Source: an optimization exercise on an open RTL-to-GDS flow (aim: small area, a short achievable clock period and few clock cycles). Production flows keep margins and buffers that such runs may drop.
Where RTL was checked, it was by simulation tests only, not by an equivalence proof against the original.
The RTL of run 1 was laid out without a check of its function.

==> flow/design.v <==
`default_nettype none
package par_pkg;
	localparam int CNT_WIDTH = 12;
	localparam int W = 32;
endpackage
`default_nettype wire
`timescale 1ns/1ps
`default_nettype none
module par_loop_top (
	input wire clk,
	input wire rst_n,
	input wire req,
	input wire signed [31:0] start,
	input wire signed [31:0] stride,
	input wire [11:0] count,
	output logic ack,
	output logic [31:0] result
);
	localparam logic [3:0] S_L   = 4'd0;     
	localparam logic [3:0] S_SL0 = 4'd1;     
	localparam logic [3:0] S_SL1 = 4'd2;     
	localparam logic [3:0] S_SL2 = 4'd3;     
	localparam logic [3:0] S_DD0 = 4'd4;     
	localparam logic [3:0] S_DD1 = 4'd5;     
	localparam logic [3:0] S_DD2 = 4'd6;     
	localparam logic [3:0] S_M2  = 4'd7;     
	localparam logic [3:0] S_M3  = 4'd8;     
	localparam logic [3:0] S_M1  = 4'd9;     
	typedef enum logic [1:0] {IDLE, RUN, DONE} state_t;
	state_t state;
	logic [3:0] step;
	logic [31:0] sx, dx;
	logic [11:0] nx;
	logic [31:0] a, b;
	assign result = a;
	logic [6:0] bneg, bone, btwo;
	logic xa0, xa1, xa2, xd0, xd1, xd2;    
	logic isx, ia, ib, ib2;                
	logic jb2, jb4;                        
	logic dest_b;                          
	logic [31:0] xe, init;
	assign xe = ({32{xa0}} & a) | ({32{xd0}} & dx)
		| ({32{xa1}} & (a << 14)) | ({32{xd1}} & (dx << 14))
		| ({32{xa2}} & (a << 28)) | ({32{xd2}} & (dx << 28));
	assign init = ({32{isx}} & sx) | ({32{ia}} & a) | ({32{ib}} & b) | ({32{ib2}} & (b << 1));
	logic [31:0] init2;
	assign init2 = ({32{jb2}} & (b << 1)) | ({32{jb4}} & (b << 2)) | {19'b0, bneg[6], 12'b0};
	logic [6:0][31:0] pp;
	for (genvar i = 0; i < 7; i++) begin : g_pp
		logic [31:0] mag;
		assign mag = ({32{bone[i]}} & xe) | ({32{btwo[i]}} & (xe << 1));
		if (i == 0) begin : g_first
			assign pp[i] = mag ^ {32{bneg[i]}};
		end else begin : g_rest
			assign pp[i] = ((mag << (2 * i)) ^ ({32{bneg[i]}} << (2 * i))) | (32'(bneg[i - 1]) << (2 * i - 2));
		end
	end
	function automatic logic [63:0] csa(input logic [31:0] x, input logic [31:0] y, input logic [31:0] z);
		csa = {((x & y) | (x & z) | (y & z)) << 1, x ^ y ^ z};
	endfunction
	logic [31:0] r1a, r1b, r1c, r1d, r1e, r1f, r2a, r2b, r2c, r2d, r3a, r3b, sum0, sum1, f;
	assign {r1b, r1a} = csa(pp[0], pp[1], pp[2]);
	assign {r1d, r1c} = csa(pp[3], pp[4], pp[5]);
	assign {r1f, r1e} = csa(pp[6], init, init2);
	assign {r2b, r2a} = csa(r1a, r1b, r1c);
	assign {r2d, r2c} = csa(r1d, r1e, r1f);
	assign {r3b, r3a} = csa(r2a, r2b, r2c);
	assign {sum1, sum0} = csa(r3a, r3b, r2d);
	logic [5:0][31:0] pg_g, pg_p;
	assign pg_g[0] = sum0 & sum1;
	assign pg_p[0] = sum0 ^ sum1;
	for (genvar k = 0; k < 5; k++) begin : g_pfx
		for (genvar j = 0; j < 32; j++) begin : g_bit
			if (j & (1 << k)) begin : g_op
				localparam int J = ((j >> k) << k) - 1;
				assign pg_g[k + 1][j] = pg_g[k][j] | (pg_p[k][j] & pg_g[k][J]);
				assign pg_p[k + 1][j] = pg_p[k][j] & pg_p[k][J];
			end else begin : g_pass
				assign pg_g[k + 1][j] = pg_g[k][j];
				assign pg_p[k + 1][j] = pg_p[k][j];
			end
		end
	end
	assign f = pg_p[0] ^ {pg_g[5][30:0], 1'b0};
	logic [11:0] q3;
	logic [1:0] m3;
	logic [12:0][1:0] rr;
	assign rr[12] = 2'd0;
	for (genvar i = 11; i >= 0; i--) begin : g_div3
		assign q3[i] = rr[i + 1][1] | (rr[i + 1][0] & nx[i]);
		assign rr[i][1] = (rr[i + 1] == 2'd1 && !nx[i]) || (rr[i + 1] == 2'd2 && nx[i]);
		assign rr[i][0] = (rr[i + 1] == 2'd0 && nx[i]) || (rr[i + 1] == 2'd2 && !nx[i]);
	end
	assign m3 = rr[0];
	logic [12:0] fm1, fm2, fm3;
	always_comb begin
		if (nx[0]) begin
			fm1 = {1'b0, nx};
			fm2 = {2'b0, nx[11:1]};
		end else begin
			fm1 = {2'b0, nx[11:1]};
			fm2 = {1'b0, nx - 12'd1};
		end
		fm3 = {nx, 1'b0} - 13'd1;
		if (m3 == 2'd0) begin
			fm1 = nx[0] ? {1'b0, q3} : {2'b0, q3[11:1]};
		end else if (m3 == 2'd1) begin
			fm2 = nx[0] ? {2'b0, q3[11:1]} : {1'b0, q3};
		end else begin
			fm3 = {q3, 1'b1};
		end
	end
	logic s_w1, s_w2, d_w1, d_w2;
	assign s_w1 = !((sx[31:13] == '0) || (sx[31:13] == '1));
	assign s_w2 = !((sx[31:27] == '0) || (sx[31:27] == '1));
	assign d_w1 = !((dx[31:13] == '0) || (dx[31:13] == '1));
	assign d_w2 = !((dx[31:27] == '0) || (dx[31:27] == '1));
	logic [3:0] nstep;
	logic nlast;
	always_comb begin
		nstep = step + 4'd1;
		nlast = 1'b0;
		case (step)
			S_SL0: nstep = s_w1 ? S_SL1 : S_DD0;
			S_SL1: nstep = s_w2 ? S_SL2 : S_DD0;
			S_DD0: nstep = d_w1 ? S_DD1 : S_M2;
			S_DD1: nstep = d_w2 ? S_DD2 : S_M2;
			default: ;
		endcase
		if (step == S_M1) nlast = 1'b1;
	end
	logic [13:0] yw;
	logic ym1;
	always_comb begin
		ym1 = 1'b0;
		case (nstep)
			S_SL0: yw = sx[13:0];
			S_SL1: begin yw = sx[27:14]; ym1 = sx[13]; end
			S_SL2: begin yw = {{10{sx[31]}}, sx[31:28]}; ym1 = sx[27]; end
			S_DD0: yw = dx[13:0];
			S_DD1: begin yw = dx[27:14]; ym1 = dx[13]; end
			S_DD2: begin yw = {{10{dx[31]}}, dx[31:28]}; ym1 = dx[27]; end
			S_M2: yw = {1'b0, fm2};
			S_M3: yw = {1'b0, fm3};
			default: yw = {1'b0, fm1};
		endcase
		if (state != RUN) begin
			yw = {2'b0, count} - 14'd1;
			ym1 = 1'b0;
		end
	end
	logic [6:0] eneg, eone, etwo;
	always_comb begin
		logic [14:0] yy;
		yy = {yw, ym1};
		for (int i = 0; i < 7; i++) begin
			eneg[i] = yy[2 * i + 2];
			eone[i] = yy[2 * i + 1] ^ yy[2 * i];
			etwo[i] = (yy[2 * i + 2] & !yy[2 * i + 1] & !yy[2 * i]) | (!yy[2 * i + 2] & yy[2 * i + 1] & yy[2 * i]);
		end
	end
	logic [3:0] cstep;
	assign cstep = (state == RUN) ? nstep : S_L;
	always_ff @(posedge clk) begin
		sx <= start;
		dx <= stride;
		nx <= count;
		bneg <= eneg;
		bone <= eone;
		btwo <= etwo;
		xa0 <= (cstep == S_SL0) || (cstep == S_M2) || (cstep == S_M3) || (cstep == S_M1);
		xa1 <= (cstep == S_SL1);
		xa2 <= (cstep == S_SL2);
		xd0 <= (cstep == S_L) || (cstep == S_DD0);
		xd1 <= (cstep == S_DD1);
		xd2 <= (cstep == S_DD2);
		isx <= (cstep == S_L);
		ia <= (cstep == S_DD1) || (cstep == S_DD2);
		ib <= (cstep == S_SL1) || (cstep == S_SL2) || ((cstep == S_M3) && nx[0]);
		ib2 <= (cstep == S_M3) && !nx[0];
		jb2 <= (cstep == S_M3) && nx[0] && (m3 == 2'd0);
		jb4 <= (cstep == S_M3) && !nx[0] && (m3 == 2'd0);
		dest_b <= (cstep == S_SL0) || (cstep == S_SL1) || (cstep == S_SL2);
	end
	always_ff @(posedge clk) begin
		if (state == RUN) begin
			if (dest_b) b <= f;
			else a <= f;
		end
	end
	always_ff @(posedge clk or negedge rst_n) begin
		if (!rst_n) begin
			state <= IDLE;
			step <= S_L;
			ack <= 1'b0;
		end else begin
			case (state)
				IDLE: begin
					step <= S_L;
					if (req) state <= RUN;
				end
				RUN: begin
					step <= nstep;
					if (nlast) begin
						state <= DONE;
						ack <= 1'b1;
					end
				end
				DONE: begin
					if (!req) begin
						state <= IDLE;
						ack <= 1'b0;
					end
				end
				default: begin
					state <= IDLE;
					ack <= 1'b0;
				end
			endcase
		end
	end
endmodule
`default_nettype wire
==> flow/run.sh <==
#!/bin/bash
# synth_recipe.tcl (not shown) runs the flow's synth.tcl, then flattens the netlist and writes it again
# the make line also repeats each setting of config.mk as NAME=value (left out here)
make -C /OpenROAD-flow-scripts/flow DESIGN_CONFIG=/design/flow/config.mk WORK_HOME=/design/flow/orfs CLKGATE_MAP_FILE= SYNTH_SCRIPT=/design/flow/synth_recipe.tcl finish
==> flow/config.mk <==
export PLATFORM = sky130hd
export DESIGN_NAME = par_loop_top
export DESIGN_NICKNAME = par_loop_top
export VERILOG_FILES = /design/flow/design.v
export SDC_FILE = /design/flow/constraint.sdc
export NUM_CORES = 4
export LEC_CHECK = 0
export CAP_MARGIN = 20
export CORE_MARGIN = 2
export CORE_UTILIZATION = 40
export PLACE_DENSITY = 0.6
export SETUP_SLACK_MARGIN = 5
export SLEW_MARGIN = 20
==> flow/constraint.sdc <==
create_clock -name core_clock -period 10.0 [get_ports {clk}]
set_input_delay 2.0000 -clock core_clock [delete_from_list [all_inputs] [get_ports {clk}]]
set_output_delay 2.0000 -clock core_clock [all_outputs]
set_load 0.01 [all_outputs]
==> out/qor.yml, run 1 <==
status:
  status: "timing/DRC/antenna clean"
detailed_routing:
  top_layer: "met5"
  wl_met2_um: 32280
  wl_met1_um: 29530
  vias: 17620
  avgRoutedWirePerCell_um: 25.70
  drt_first_iter_violations: 1921
  first_pass_iters: 8
  vias_per_cell: 6.287
  route.met3.wl_um: 6967
  remaining_drc_errors: 0
  wl_um: 72000
  ant_nets: 0
clock_tree:
  clk_pin_slew_ns: 0.09
  tritoncts: "built"
  clock_path_buffers: 2
  cts_made_buffers: 17
  cts_sinks: 181
  htreeDepth: 4
  root_buffer: "clkbuf_16"
  clock_latency_ns: 0.50
sta:
  drv_slew: 0
  relSlewSlack: 0.3967
  final-setup-viol-count: 0
  finalHoldViolations: 0
  fin_crit_ns: 6.140
  finalCritPeriodShare: 0.6140
  holdWs_ns: 0.5709
  layout_setup_ws_ns: 3.860
  max_freq_mhz: 162.9
  rsz0062_at_grt: "true"
  fin_setup_tns_ns: 0
  clock_skew_ns: 0.01916
  tightest_slew_ns: 0.9049
layout:
  area_growth_pct: 17.52
  diodes: 0
  multi_input_area_sq_mm: 0.01403
  fillers: 4460
  finalCoreUtilization: 0.4748
  stdcell_area_sq_mm: 0.02257
  final-seq-area_sq_mm: 0.004325
  layoutNonFillerInstCount: 2802
  final_cell_mix: "256 x a22oi_1, 220 x inv_1, 174 x fa_1, 147 x xnor2_1, 146 x nand2_1"
  layout.nets: 2499
  final_common_cell: "a22oi_1"
  layout-drive-gt1-share: 0.1299
setup_path:
  cpMostUsedCell: "buf_6"
  endpoint_kind: "register"
  cp.required_ns: 10.24
  crit_slowest_cell: "fa_1"
  cp.arrival_ns: 6.38
  cpPeakStageDelay_ns: 0.52
  setup.worst_path.start_class: "register"
  path_class: "register to register"
  timing.critical_path.fanout_max: 2
synth:
  avgSynthCellArea_sq_um: 9.125
  synth_ff_type: "dfxtp_1"
  synth_fp_nets: 2430
  synth-seq-cells: 181
  ys_warn_count: 1
  async_reset_ff_frac: 0.03867
  synthDistinctLibCells: 88
  syn_inst: 2105
  synthesis.area_sq_mm: 0.01921
  seq_area_frac_synth: 0.2238
  synth_edf_count: 64
run:
  cap_violations: 0
placement:
  io_buffers: 111
  place_hpwl_um: 52460
  place_ws_ns: 3.374
  dpl.cell_count: 2706
  postPlaceCellArea_sq_mm: 0.02099
  routabilityCongestion: 0.9674
floorplan:
  fp.dieW_um: 223.1
  start_util: 0.4040
  num_rows: 80
  io_pins: 112
  dieHeight_um: 223.1
  core_area_sq_mm: 0.04755
  die_area_sq_mm: 0.04979
hold_path:
  hold_class: "register to register"
global_route:
  grt_max_degree: 47
  grt-ovfl-total: 0
  grt_pass1_vias: 17530
  grt_antenna_before_repair: 1
  grt_pass1_wl_um: 109600
  grt_usage: 0.2906
==> area by class of cell <==
type	count	share of cell area
multi-input cells	1538	0.6214
flip-flops and latches	181	0.1916
repair buffers	210	0.08763
inverters	226	0.03758
well taps	615	0.03409
clock buffers	17	0.01885
clock inverters	15	0.008869
==> worst paths after layout <==
path	startpoint	endpoint	slack [ns]	depth (start not counted)
max in group asynchronous	rst_n	step[2]$_DFFE_PN0P_	7.90	1
min in group asynchronous	rst_n	ack$_DFFE_PN0P_	1.80	1
worst min-delay path	ack$_DFFE_PN0P_	ack$_DFFE_PN0P_	0.57	2
worst max-delay path	a[3]$_DFFE_PP_	b[5]$_DFFE_PP_	3.86	30
worst min register to register	ack$_DFFE_PN0P_	ack$_DFFE_PN0P_	0.57	2
worst max register to register	a[3]$_DFFE_PP_	b[5]$_DFFE_PP_	3.86	30
==> registers in the layout, summed over array words and instances, names as in the netlist, 2 cells and up <==
signal	cells
a	32
b	32
dx	32
sx	32
nx	12
bneg	7
bone	7
btwo	7
step	4
state	2
==> cells in the mapped netlist, drive strengths merged, types with 34 or more instances <==
| library cell | count | area share |
|---|---|---|
| a21oi | 49 | 0.014 |
| a221oi | 34 | 0.016 |
| a22o | 51 | 0.023 |
| a22oi | 266 | 0.10 |
| buf | 40 | 0.0092 |
| clkbuf | 120 | 0.023 |
| dfxtp | 110 | 0.11 |
| edfxtp | 64 | 0.10 |
| fa | 177 | 0.18 |
| ha | 69 | 0.045 |
| inv | 225 | 0.044 |
| nand2 | 153 | 0.030 |
| nor2 | 100 | 0.020 |
| nor3 | 36 | 0.010 |
| o21ai | 46 | 0.013 |
| xnor2 | 152 | 0.069 |
| xor2 | 94 | 0.043 |
==> routing by layer <==
layer | GRT usage | vias up
li1 | - | 7592
met1 | 0.3922 | 8776
met2 | 0.4551 | 1047
met3 | 0.05847 | 200
met4 | 0.1208 | 2
met5 | 0 | -
==> cell families after synthesis <==
group | synth area share
compound gates | 0.2264
xor+xnor | 0.1122
fa+ha+maj | 0.2294
buf+inv | 0.07686
flops | 0.2238
mux | 0.02866
simple gates | 0.1027
==> repair_timing <==
item,CTS,global route
resized for setup,50,56
endpoints found under the setup margin,67,66
buffers inserted,44,20
hold buffers,0,0
pin swaps,22,21
==> critical path, delay by kind of cell (launching register included) <==
kind | cells | cell delay (ns)
XOR/XNOR | 2 | 0.38
flip-flops | 1 | 0.51
buffers and inverters | 21 | 2.10
AO/OA/AOI/OAI | 2 | 0.54
adder cells (fa/ha/maj) | 5 | 2.37
==> run 2, diff against run 1 <==
--- a/flow/design.v
+++ b/flow/design.v
@@ -68,18 +68,3 @@
 	assign {sum1, sum0} = csa(r3a, r3b, r2d);
-	logic [5:0][31:0] pg_g, pg_p;
-	assign pg_g[0] = sum0 & sum1;
-	assign pg_p[0] = sum0 ^ sum1;
-	for (genvar k = 0; k < 5; k++) begin : g_pfx
-		for (genvar j = 0; j < 32; j++) begin : g_bit
-			if (j & (1 << k)) begin : g_op
-				localparam int J = ((j >> k) << k) - 1;
-				assign pg_g[k + 1][j] = pg_g[k][j] | (pg_p[k][j] & pg_g[k][J]);
-				assign pg_p[k + 1][j] = pg_p[k][j] & pg_p[k][J];
-			end else begin : g_pass
-				assign pg_g[k + 1][j] = pg_g[k][j];
-				assign pg_p[k + 1][j] = pg_p[k][j];
-			end
-		end
-	end
-	assign f = pg_p[0] ^ {pg_g[5][30:0], 1'b0};
+	assign f = sum0 + sum1;
 	logic [11:0] q3;
==> run 2 against run 1 <==
Against the previous run: still clean on timing, DRC and antenna; utilization grew 0.36 points; critical path depth shrank 6; global-route usage shrank 0.17 points; register-to-register slack lost 0.13 ns; final area grew 0.97%; count of clock-buffer cells in the layout grew 1; flip-flop and latch count is the same; sequential share of layout area shrank 0.20 points; via count grew 0.62%; worst hold slack is essentially flat; critical endpoint is now a[30]$_DFFE_PP_.
==> out/qor.yml, run 2 <==
synth:
  post-synth-top-area-cell: "fa_1"
  synth_ff_type: "dfxtp_1"
  synthTopCellsByCount: "272 x a22oi_1, 216 x inv_1, 174 x fa_1, 144 x xnor2_1, 120 x nand2_1"
  synthXorXnorAreaFrac: 0.1152
  synth_top_area_frac: 0.1810
  synth_compound_area_frac: 0.2414
  synth.area.top_cells: "fa_1 18%, dfxtp_1 11%, a22oi_1 11%"
  syn_inst: 2090
  synth-seq-cells: 181
  synth_top_family_by_area: "compound AO/OA/AOI/OAI gates"
  avgSynthCellArea_sq_um: 9.206
  synthMuxAreaShare: 0.01697
  synthesis.area_sq_mm: 0.01924
  yosysMostFrequentCell: "a22oi_1"
  synth_edf_count: 64
  async_reset_ff_frac: 0.03867
  synthSimpleGateAreaFrac: 0.09839
  synth_fa_ha_area_frac: 0.2271
  synthDistinctLibCells: 94
  synth_fp_nets: 2413
  ys_warn_count: 1
  seq_area_frac_synth: 0.2234
sta:
  tightest_slew_ns: 1.055
  holdWs_ns: 0.5711
  fin_setup_tns_ns: 0
  finalHoldViolations: 0
  max_freq_mhz: 159.5
  final-setup-viol-count: 0
  clock_skew_ns: 0.02549
  fin_crit_ns: 6.268
  finalCritPeriodShare: 0.6268
  relSlewSlack: 0.2969
  drv_slew: 0
  rsz0062_at_grt: "true"
layout:
  stdcell_area_sq_mm: 0.02279
  final_cell_mix: "265 x a22oi_1, 211 x inv_1, 171 x fa_1, 133 x xnor2_1"
  finalCoreUtilization: 0.4784
  diodes: 0
  layout.nets: 2482
  final_common_cell: "a22oi_1"
  layout-drive-gt1-share: 0.1390
  fillers: 4482
  layoutNonFillerInstCount: 2787
  area_growth_pct: 18.46
global_route:
  grt_max_degree: 35
  grt_pass1_wl_um: 109500
  grt_usage: 0.2889
  grt-ovfl-total: 0
  grt_pass1_vias: 17860
  grt_antenna_before_repair: 0
clock_tree:
  cts_sinks: 181
  cts_made_buffers: 17
  clock_path_buffers: 2
  htreeDepth: 4
  clk_pin_slew_ns: 0.08
  root_buffer: "clkbuf_16"
  clock_latency_ns: 0.47
  tritoncts: "built"
detailed_routing:
  first_pass_iters: 6
  remaining_drc_errors: 0
  vias_per_cell: 6.361
  ant_nets: 0
  avgRoutedWirePerCell_um: 25.98
  wl_um: 72400
  vias: 17730
  drt_first_iter_violations: 1977
setup_path:
  cpMostUsedCell: "fa_1"
  reg2reg_depth: 24
  setup.worst_path.start_class: "register"
  cp_cell_sequence: "a22o_4, buf_4, a22oi_2, xor2_2, fa_1, fa_1, inv_1, fa_1, inv_1, fa_1, inv_2, ha_4, o21a_1, o21a_1, o21a_1, o211ai_1, nor3b_4, o21ai_2, a211o_1, o21ai_4, nand4_1, nand4b_1, a21oi_2, xnor2_2"
  cp.required_ns: 10.20
  rr_endpoint: "a[30]$_DFFE_PP_"
  cp.arrival_ns: 6.47
  worst_r2r_startpoint: "a[4]$_DFFE_PP_"
  endpoint_kind: "register"
  cpPeakStageDelay_ns: 0.55
  startpoint: "a[4]$_DFFE_PP_"
  path_class: "register to register"
  crit_slowest_cell: "fa_1"
  timing.critical_path.fanout_max: 9
  crit_path_end: "a[30]$_DFFE_PP_"
  ff2ff_setup_slack_ns: 3.73
floorplan:
  dieHeight_um: 223.3
  start_util: 0.4038
  fp.dieW_um: 223.3
  io_pins: 112
  core_area_sq_mm: 0.04765
  die_area_sq_mm: 0.04987
  num_rows: 80
placement:
  place_hpwl_um: 51670
  io_buffers: 111
  routabilityCongestion: 0.9808
  postPlaceCellArea_sq_mm: 0.02089
  dpl.cell_count: 2688
hold_path:
  hold_class: "register to register"
run:
  cap_violations: 0
status:
  status: "timing/DRC/antenna clean"
-- run 2: worst min path at each step --
stage                               from              endpoint  slack [ns]  cells after the start
global placement    state[0]$_DFFE_PN0P_  state[0]$_DFFE_PN0P_        0.55                      1
finish                   ack$_DFFE_PN0P_       ack$_DFFE_PN0P_        0.57                      2
detailed placement       ack$_DFFE_PN0P_       ack$_DFFE_PN0P_        0.57                      2
CTS                      ack$_DFFE_PN0P_       ack$_DFFE_PN0P_        0.58                      2
global route             ack$_DFFE_PN0P_       ack$_DFFE_PN0P_        0.63                      2
floorplan           state[0]$_DFFE_PN0P_  state[0]$_DFFE_PN0P_        0.52                      1
-- run 2: cell type report --
type	count	area, sq um	share of cell area
multi-input combinational	1526	14260	0.6255
inverter	219	823.3	0.03612
clock buffer	18	450.4	0.01976
sequential	181	4322	0.1896
timing repair buffer	214	1971	0.08646
tap	615	769.5	0.03376
clock inverter	14	198.9	0.008729
-- run 2: routing by layer --
| metal | GRT usage | routed length (um) | part of all wire | up-vias |
|---|---|---|---|---|
| met4 | 0.1385 | 3950 | 0.055 | 0 |
| met3 | 0.06150 | 6966 | 0.096 | 229 |
| li1 | - | - | - | 7635 |
| met1 | 0.3679 | 28120 | 0.39 | 8785 |
| met2 | 0.4680 | 33360 | 0.46 | 1078 |
| met5 | 0 | 0 | 0 | - |
-- run 2: per-stage QoR --
step / setup slack (ns)
global route: 3.609
CTS: 3.899
detailed placement: 3.169
floorplan: 4.051
finish: 3.732
global placement: 3.289
-- run 2: worst max-delay path, delay by kind of cell (launching register included) --
family / cells / cell delay (ns)
AO/OA/AOI/OAI: 10 / 1.97
XOR/XNOR: 2 / 0.33
adder cells (fa/ha/maj): 5 / 2.26
buffers and inverters: 4 / 0.34
flip-flops: 1 / 0.53
AND/OR/NAND/NOR: 3 / 0.59
-- run 2: logic make-up after synthesis --
family,Yosys count
AOI/OAI and AO/OA,608
and+or+nand+nor,390
buffers and inverters,383
xor gates and xnor gates,253
adders and majority gates,245
DFF,181
muxes,30
-- run 2: what timing repair did --
item,CTS,global route
gates cloned,0,0
setup endpoints to repair,71,62
hold buffers,0,0
gates resized for setup,95,50
pin swaps,40,43
setup buffers,43,24
Testbench counts of run 2, summed over its fixed seeds: cycles 2,688.

==> separate check: timing with driven ports <==
The flow's constraints put no driver on any port. The routed layouts listed below were extracted and timed again, unchanged, in two steps. Step 1: set_driving_cell puts a clkbuf_16 on clk and a buf_2 on each other input, an assumption about the parent block. Step 2, shift: input delay + t, output delay - t, t = (earliest + latest rising clock arrival at the registers) / 2. This alone moves slack from input paths to output paths. Slacks: no drivers / after step 1 / after step 2; pairs: no drivers / after step 1.
| run | t, ns | setup slack, ns | slew at the worst register clock pin (ns) | worst slew at a driven data input, ns |
|---|---|---|---|---|
| run 1 | 0.548 | 3.860 / 3.860 / 3.860 | 0.09 / 0.09 | 0.05 |
| run 2 | 0.512 | 3.732 / 3.732 / 3.732 | 0.10 / 0.10 | 0.06 |
After both steps every run listed still meets setup and hold.
